This is an optimization exercise on Yosys and OpenROAD, whose aim is small area and few clock cycles, not a production implementation.
Function was checked by simulation only, so behaviour that the tests miss may differ from the original.

==> inputs of v30 <==
==> flow/design.v <==
package matmul_pkg;
    localparam int W    = 32;
    localparam int TILE = 2;
    typedef logic [W-1:0]            elem_t;
    typedef logic [1:0][1:0][W-1:0]  tile_t;
    typedef enum logic [1:0] {
        IDLE  = 2'd0,
        ISSUE = 2'd1,
        WAIT  = 2'd2,
        DONE  = 2'd3
    } sched_state_e;
endpackage
module matmul_tile_idx_ctr #(
    parameter int NB = 2,
    parameter int IW = 1
) (
    input  logic          clk,
    input  logic          rst_n,
    input  logic          clr_i,
    input  logic          step_i,
    output logic [IW-1:0] i_o,
    output logic [IW-1:0] j_o,
    output logic [IW-1:0] k_o,
    output logic          last_o,
    output logic          k_first_o
);
    localparam logic [IW-1:0] MAX = IW'(NB - 1);
    logic [IW-1:0] i_q, j_q, k_q;
    logic [IW-1:0] i_d, j_d, k_d;
    always_comb begin
        i_d = i_q;
        j_d = j_q;
        k_d = k_q;
        if (clr_i) begin
            i_d = '0;
            j_d = '0;
            k_d = '0;
        end else if (step_i) begin
            if (k_q != MAX) begin
                k_d = k_q + IW'(1);
            end else begin
                k_d = '0;
                if (j_q != MAX) begin
                    j_d = j_q + IW'(1);
                end else begin
                    j_d = '0;
                    i_d = (i_q != MAX) ? i_q + IW'(1) : '0;
                end
            end
        end
    end
    always_ff @(posedge clk) begin
        if (!rst_n) begin
            i_q <= '0;
            j_q <= '0;
            k_q <= '0;
        end else begin
            i_q <= i_d;
            j_q <= j_d;
            k_q <= k_d;
        end
    end
    assign i_o       = i_q;
    assign j_o       = j_q;
    assign k_o       = k_q;
    assign last_o    = (i_q == MAX) && (j_q == MAX) && (k_q == MAX);
    assign k_first_o = (k_q == '0);
endmodule
module matmul_tile_sched #(
    parameter int W       = matmul_pkg::W,
    parameter int DIM     = 4,
    parameter int TILE    = matmul_pkg::TILE,
    parameter int TIMEOUT = 64
) (
    input  logic                           clk,
    input  logic                           rst_n,
    input  logic                           start,
    input  logic [DIM-1:0][DIM-1:0][W-1:0] a_in,
    input  logic [DIM-1:0][DIM-1:0][W-1:0] b_in,
    output logic                           busy,
    output logic                           done,
    output logic                           err,
    output logic [DIM-1:0][DIM-1:0][W-1:0] c_out,
    output logic                           tile_start,
    output logic [1:0][1:0][W-1:0]         tile_x,
    output logic [1:0][1:0][W-1:0]         tile_y,
    input  logic                           tile_done,
    input  logic [1:0][1:0][W-1:0]         tile_p
);
    localparam int TW = 4 * W;
    if ((W != 32) || (DIM != 4) || (TILE != 2) || (TIMEOUT != 64)) begin : g_param_check
        $error("matmul_tile_sched: only W=32, DIM=4, TILE=2, TIMEOUT=64 are supported");
    end
    logic [16*W-1:0] a_f, b_f, c_f;
    logic [TW-1:0]   p_f, x_f, y_f;
    assign a_f    = a_in;
    assign b_f    = b_in;
    assign p_f    = tile_p;
    assign c_out  = c_f;
    assign tile_x = x_f;
    assign tile_y = y_f;
    logic       busy_q;      
    logic       fin_q;       
    logic       err_q;
    logic [2:0] n_q;         
    logic [5:0] wd_q;        
    logic [3:0] sx_q, sy_q;  
    logic [3:0] sp_q;        
    logic [3:0] sw_q;        
    logic accept, ans, abort, last;
    assign accept = start && !busy_q;
    assign ans    = busy_q && !fin_q && tile_done;
    assign last   = (n_q == 3'd7);
    assign abort  = busy_q && !fin_q && !tile_done && (wd_q == 6'd63);
    function automatic logic [11:0] sel_of(input logic [2:0] n);
        logic [3:0] sx, sy;
        case (n)
            3'd0:    begin sx = 4'b0001; sy = 4'b0001; end
            3'd1:    begin sx = 4'b0010; sy = 4'b0001; end
            3'd2:    begin sx = 4'b0010; sy = 4'b0010; end
            3'd3:    begin sx = 4'b0100; sy = 4'b0100; end
            3'd4:    begin sx = 4'b0100; sy = 4'b1000; end
            3'd5:    begin sx = 4'b1000; sy = 4'b1000; end
            3'd6:    begin sx = 4'b1000; sy = 4'b0100; end
            default: begin sx = 4'b0000; sy = 4'b0000; end
        endcase
        sel_of = {sx, sy, n[2] ? (4'b0001 << n[1:0]) : 4'b0000};
    endfunction
    logic [2:0] n_inc;
    assign n_inc = n_q + 3'd1;
    always_ff @(posedge clk) begin
        if (!rst_n) begin
            busy_q <= 1'b0;
            fin_q  <= 1'b0;
            err_q  <= 1'b0;
            n_q    <= 3'd0;
            wd_q   <= 6'd0;
            sx_q   <= 4'd0;
            sy_q   <= 4'd0;
            sp_q   <= 4'd0;
            sw_q   <= 4'd0;
        end else begin
            if (accept) begin
                busy_q <= 1'b1;
                err_q  <= 1'b0;
                n_q    <= 3'd0;
                wd_q   <= 6'd0;
                {sx_q, sy_q, sp_q} <= sel_of(3'd0);
                sw_q   <= 4'b0001;
            end else if (fin_q) begin
                busy_q <= 1'b0;
                fin_q  <= 1'b0;
            end else if (ans) begin
                wd_q <= 6'd0;
                if (last) begin
                    fin_q <= 1'b1;
                end else begin
                    n_q  <= n_inc;
                    {sx_q, sy_q, sp_q} <= sel_of(n_inc);
                    sw_q <= {sw_q[2:0], sw_q[3]};
                end
            end else if (abort) begin
                busy_q <= 1'b0;
                err_q  <= 1'b1;
                sx_q   <= 4'd0;
                sy_q   <= 4'd0;
            end else begin
                wd_q <= wd_q + 6'd1;
            end
        end
    end
    assign busy       = busy_q;
    assign done       = fin_q;
    assign err        = err_q;
    assign tile_start = accept || (ans && !last);
    logic [TW-1:0] ain_t [4];
    logic [TW-1:0] bin_t [4];
    for (genvar t = 0; t < 4; t++) begin : g_in
        for (genvar e = 0; e < 4; e++) begin : g_e
            localparam int R = 2 * (t / 2) + e / 2;
            localparam int C = 2 * (t % 2) + e % 2;
            assign ain_t[t][e*W +: W] = a_f[(4*R + C)*W +: W];
            assign bin_t[t][e*W +: W] = b_f[(4*R + C)*W +: W];
        end
    end
    logic [TW-1:0] s_c00, s_c01, s_c11, s_c10;    
    logic [TW-1:0] s_a01, s_a11, s_b00, s_b10, s_b11;
    logic [TW-1:0] part, sum;
    assign part = ({TW{sp_q[0]}} & s_c00) | ({TW{sp_q[1]}} & s_c01)
                | ({TW{sp_q[2]}} & s_c11) | ({TW{sp_q[3]}} & s_c10);
    for (genvar e = 0; e < 4; e++) begin : g_add
        matmul_add_bk #(.N(W)) u_add (.a(part[e*W +: W]), .b(p_f[e*W +: W]), .s(sum[e*W +: W]));
    end
    always_ff @(posedge clk) begin
        if (!busy_q) begin
            s_a01 <= ain_t[1];
            s_a11 <= ain_t[3];
            s_b00 <= bin_t[0];
            s_b10 <= bin_t[2];
            s_b11 <= bin_t[3];
        end
    end
    always_ff @(posedge clk) begin
        if (accept) begin
            s_c01 <= ain_t[0];
            s_c11 <= bin_t[1];
            s_c10 <= ain_t[2];
        end else if (ans) begin
            if (sw_q[1]) s_c01 <= sum;
            if (sw_q[2]) s_c11 <= sum;
            if (sw_q[3]) s_c10 <= sum;
        end
        if (ans && sw_q[0]) s_c00 <= sum;
    end
    assign x_f = ({TW{!busy_q}} & ain_t[0])
               | ({TW{sx_q[0]}} & s_c01) | ({TW{sx_q[1]}} & s_c10)
               | ({TW{sx_q[2]}} & s_a01) | ({TW{sx_q[3]}} & s_a11);
    assign y_f = ({TW{!busy_q}} & bin_t[0])
               | ({TW{sy_q[0]}} & s_c11) | ({TW{sy_q[1]}} & s_b00)
               | ({TW{sy_q[2]}} & s_b10) | ({TW{sy_q[3]}} & s_b11);
    logic [TW-1:0] c_t [4];
    assign c_t[0] = s_c00;
    assign c_t[1] = s_c01;
    assign c_t[2] = s_c10;
    assign c_t[3] = s_c11;
    for (genvar t = 0; t < 4; t++) begin : g_out
        for (genvar e = 0; e < 4; e++) begin : g_e
            localparam int R = 2 * (t / 2) + e / 2;
            localparam int C = 2 * (t % 2) + e % 2;
            assign c_f[(4*R + C)*W +: W] = c_t[t][e*W +: W];
        end
    end
endmodule
module matmul_add_bk #(parameter int N = 32) (input logic [N-1:0] a, b, output logic [N-1:0] s);
    logic [N-1:0] g, p, G, P;
    always_comb begin
        g = a & b;
        p = a ^ b;
        G = g;
        P = p;
        for (int d = 1; d < N; d = d * 2)
            for (int i = 2*d - 1; i < N; i += 2*d) begin
                G[i] = G[i] | (P[i] & G[i-d]);
                P[i] = P[i] & P[i-d];
            end
        for (int d = N / 4; d >= 1; d = d / 2)
            for (int i = 3*d - 1; i < N; i += 2*d) begin
                G[i] = G[i] | (P[i] & G[i-d]);
                P[i] = P[i] & P[i-d];
            end
        s[0] = p[0];
        for (int i = 1; i < N; i++) s[i] = p[i] ^ G[i-1];
    end
endmodule
==> flow/flow/run.sh <==
#!/bin/bash
# Standard layout, with the port buffers made of the smallest buffer and the
# I/O pins allowed on every routing track of the die's edge (a smaller die).
set -euo pipefail
export BUFFER_PORTS_ARGS="-buffer_cell sky130_fd_sc_hd__buf_1"
export PLACE_PINS_ARGS="-min_distance 1 -min_distance_in_tracks"
bash standard.sh > standard.log 2>&1
==> flow/standard.sh <==
#!/bin/bash
# synth_recipe.tcl (not shown) runs the flow's synth.tcl, then flattens the netlist and writes it again
# the make line also repeats each setting of config.mk as NAME=value (left out here)
make -C /OpenROAD-flow-scripts/flow DESIGN_CONFIG=/design/flow/config.mk WORK_HOME=/design/flow/orfs CLKGATE_MAP_FILE= SYNTH_SCRIPT=/design/flow/synth_recipe.tcl "${@:-finish}"
==> flow/config.mk <==
export PLATFORM = sky130hd
export DESIGN_NAME = matmul_tile_sched
export DESIGN_NICKNAME = matmul_tile_sched
export VERILOG_FILES = /design/flow/design.v
export SDC_FILE = /design/flow/constraint.sdc
export NUM_CORES = 4
export LEC_CHECK = 0
export CAP_MARGIN = 20
export CORE_AREA = 5 5 415 415
export CTS_BUF_LIST = sky130_fd_sc_hd__clkbuf_16
export CTS_CLUSTER_DIAMETER = 100
export CTS_CLUSTER_SIZE = 30
export DIE_AREA = 0 0 420 420
export SLEW_MARGIN = 20
==> flow/constraint.sdc <==
create_clock -name core_clock -period 6.0 [get_ports {clk}]
set_input_delay 1.2000 -clock core_clock [delete_from_list [all_inputs] [get_ports {clk}]]
set_output_delay 1.2000 -clock core_clock [all_outputs]
set_load 0.01 [all_outputs]
==> v3: changes against v30 <==
==> flow/design.v, changed modules only <==
module matmul_tile_sched #(
    parameter int W       = matmul_pkg::W,
    parameter int DIM     = 4,
    parameter int TILE    = matmul_pkg::TILE,
    parameter int TIMEOUT = 64
) (
    input  logic                           clk,
    input  logic                           rst_n,
    input  logic                           start,
    input  logic [DIM-1:0][DIM-1:0][W-1:0] a_in,
    input  logic [DIM-1:0][DIM-1:0][W-1:0] b_in,
    output logic                           busy,
    output logic                           done,
    output logic                           err,
    output logic [DIM-1:0][DIM-1:0][W-1:0] c_out,
    output logic                           tile_start,
    output logic [1:0][1:0][W-1:0]         tile_x,
    output logic [1:0][1:0][W-1:0]         tile_y,
    input  logic                           tile_done,
    input  logic [1:0][1:0][W-1:0]         tile_p
);
    localparam int TW = 4 * W;
    if ((W != 32) || (DIM != 4) || (TILE != 2) || (TIMEOUT != 64)) begin : g_param_check
        $error("matmul_tile_sched: only W=32, DIM=4, TILE=2, TIMEOUT=64 are supported");
    end
    logic [16*W-1:0] a_f, b_f, c_f;
    logic [TW-1:0]   p_f, x_f, y_f;
    assign a_f    = a_in;
    assign b_f    = b_in;
    assign p_f    = tile_p;
    assign c_out  = c_f;
    assign tile_x = x_f;
    assign tile_y = y_f;
    logic       busy_q;      
    logic       err_q;
    logic [2:0] n_q;         
    logic [5:0] wd_q;        
    logic [3:0] sx_q, sy_q;  
    logic [3:0] sp_q;        
    logic [3:0] sw_q;        
    logic accept, ans, abort, last;
    assign accept = start && !busy_q;
    assign ans    = busy_q && tile_done;
    assign last   = (n_q == 3'd7);
    assign abort  = busy_q && !tile_done && (wd_q == 6'd63);
    function automatic logic [11:0] sel_of(input logic [2:0] n);
        logic [3:0] sx, sy;
        case (n)
            3'd0:    begin sx = 4'b0001; sy = 4'b0001; end
            3'd1:    begin sx = 4'b0010; sy = 4'b0001; end
            3'd2:    begin sx = 4'b0010; sy = 4'b0010; end
            3'd3:    begin sx = 4'b0100; sy = 4'b0100; end
            3'd4:    begin sx = 4'b0100; sy = 4'b1000; end
            3'd5:    begin sx = 4'b1000; sy = 4'b1000; end
            3'd6:    begin sx = 4'b1000; sy = 4'b0100; end
            default: begin sx = 4'b0000; sy = 4'b0000; end
        endcase
        sel_of = {sx, sy, n[2] ? (4'b0001 << n[1:0]) : 4'b0000};
    endfunction
    logic [2:0] n_inc;
    assign n_inc = n_q + 3'd1;
    always_ff @(posedge clk) begin
        if (!rst_n) begin
            busy_q <= 1'b0;
            err_q  <= 1'b0;
            n_q    <= 3'd0;
            wd_q   <= 6'd0;
            sx_q   <= 4'd0;
            sy_q   <= 4'd0;
            sp_q   <= 4'd0;
            sw_q   <= 4'd0;
        end else begin
            if (accept) begin
                busy_q <= 1'b1;
                err_q  <= 1'b0;
                n_q    <= 3'd0;
                wd_q   <= 6'd0;
                {sx_q, sy_q, sp_q} <= sel_of(3'd0);
                sw_q   <= 4'b0001;
            end else if (ans) begin
                wd_q <= 6'd0;
                if (last) begin
                    busy_q <= 1'b0;
                end else begin
                    n_q  <= n_inc;
                    {sx_q, sy_q, sp_q} <= sel_of(n_inc);
                    sw_q <= {sw_q[2:0], sw_q[3]};
                end
            end else if (abort) begin
                busy_q <= 1'b0;
                err_q  <= 1'b1;
                sx_q   <= 4'd0;
                sy_q   <= 4'd0;
            end else begin
                wd_q <= wd_q + 6'd1;
            end
        end
    end
    assign busy       = busy_q;
    assign done       = ans && last;
    assign err        = err_q;
    assign tile_start = accept || (ans && !last);
    logic [TW-1:0] ain_t [4];
    logic [TW-1:0] bin_t [4];
    for (genvar t = 0; t < 4; t++) begin : g_in
        for (genvar e = 0; e < 4; e++) begin : g_e
            localparam int R = 2 * (t / 2) + e / 2;
            localparam int C = 2 * (t % 2) + e % 2;
            assign ain_t[t][e*W +: W] = a_f[(4*R + C)*W +: W];
            assign bin_t[t][e*W +: W] = b_f[(4*R + C)*W +: W];
        end
    end
    logic [TW-1:0] s_c00, s_c01, s_c11, s_c10;    
    logic [TW-1:0] s_a01, s_a11, s_b00, s_b10, s_b11;
    logic [TW-1:0] part, pg, sum;
    assign part = ({TW{sp_q[0]}} & s_c00) | ({TW{sp_q[1]}} & s_c01)
                | ({TW{sp_q[2]}} & s_c11) | ({TW{sp_q[3]}} & s_c10);
    assign pg   = {TW{tile_done}} & p_f;
    for (genvar e = 0; e < 4; e++) begin : g_add
        matmul_add_bk #(.N(W)) u_add (.a(part[e*W +: W]), .b(pg[e*W +: W]), .s(sum[e*W +: W]));
    end
    always_ff @(posedge clk) begin
        if (!busy_q) begin
            s_a01 <= ain_t[1];
            s_a11 <= ain_t[3];
            s_b00 <= bin_t[0];
            s_b10 <= bin_t[2];
            s_b11 <= bin_t[3];
        end
    end
    always_ff @(posedge clk) begin
        if (accept) begin
            s_c01 <= ain_t[0];
            s_c11 <= bin_t[1];
            s_c10 <= ain_t[2];
        end else if (ans) begin
            if (sw_q[1]) s_c01 <= sum;
            if (sw_q[2]) s_c11 <= sum;
            if (sw_q[3]) s_c10 <= sum;
        end
        if (ans && sw_q[0]) s_c00 <= sum;
    end
    assign x_f = ({TW{!busy_q}} & ain_t[0])
               | ({TW{sx_q[0]}} & s_c01) | ({TW{sx_q[1]}} & s_c10)
               | ({TW{sx_q[2]}} & s_a01) | ({TW{sx_q[3]}} & s_a11);
    assign y_f = ({TW{!busy_q}} & bin_t[0])
               | ({TW{sy_q[0]}} & s_c11) | ({TW{sy_q[1]}} & s_b00)
               | ({TW{sy_q[2]}} & s_b10) | ({TW{sy_q[3]}} & s_b11);
    logic [TW-1:0] c_t [4];
    assign c_t[0] = s_c00;
    assign c_t[1] = s_c01;
    assign c_t[2] = sum;       
    assign c_t[3] = s_c11;
    for (genvar t = 0; t < 4; t++) begin : g_out
        for (genvar e = 0; e < 4; e++) begin : g_e
            localparam int R = 2 * (t / 2) + e / 2;
            localparam int C = 2 * (t % 2) + e % 2;
            assign c_f[(4*R + C)*W +: W] = c_t[t][e*W +: W];
        end
    end
endmodule
==> flow/run.sh (new file) <==
#!/bin/bash
# synth_recipe.tcl (not shown) runs the flow's synth.tcl, then flattens the netlist and writes it again
# the make line also repeats each setting of config.mk as NAME=value (left out here)
make -C /OpenROAD-flow-scripts/flow DESIGN_CONFIG=/design/flow/config.mk WORK_HOME=/design/flow/orfs CLKGATE_MAP_FILE= SYNTH_SCRIPT=/design/flow/synth_recipe.tcl finish
Settings changed: CORE_AREA 5 5 415 415 to 5 5 695 695, CTS_BUF_LIST sky130_fd_sc_hd__clkbuf_16 to default, CTS_CLUSTER_DIAMETER 100 to default, CTS_CLUSTER_SIZE 30 to default, DIE_AREA 0 0 420 420 to 0 0 700 700.
removed: flow/flow/run.sh
removed: flow/standard.sh
==> run notes <==
Yosys top cell area share between 60 and 70%; sequential area share after synthesis about two thirds; final setup margin -0.2800 ns; Setup-failing EPs final 13; status finished with violations; Failing Checks setup timing; mux contribution to synthesized area 0%; synthesized area around 0.054 mm2; Net Count, Synth roughly 5400
# the run above: v3

==> run notes <==
stop err [ERROR GRT-0116] Global routing finished with congestion. Check the congestion regions in the DRC Viewer.; mux contribution to synthesized area less than 1%; synthesized area about 0.053 mm2; Exit stage global routing; sequential area share after synthesis 66.15%; Net Count, Synth ~5300; status did not finish
# the run above: v30

Testbench counts of v30, summed over its fixed seeds: cycles 11,156.
Testbench counts of v3, summed over its fixed seeds: cycles 10,730.

==> what the ideal ports hide <==
No port has a modelled driver above. Below, the same layout with a new extraction and two added sets of constraints.
Step 1: set_driving_cell puts a clkbuf_16 on clk and a buf_2 on each other input, an assumption about the parent block.
Step 2 also shifts input and output timing later by t, the mid clock arrival at the registers, as if the neighbouring blocks saw the same clock.
Slacks: no drivers / after step 1 / after step 2; pairs: no drivers / after step 1.
run: v3
shift t [ns]: 0.940
setup WS [ns]: -0.280 / -0.469 / -0.469
worst hold slack (ns): 0.474 / 0.474 / 0.474
The setup slack of v3 moves by -0.189 ns with the drivers and by -0.189 ns with both steps.
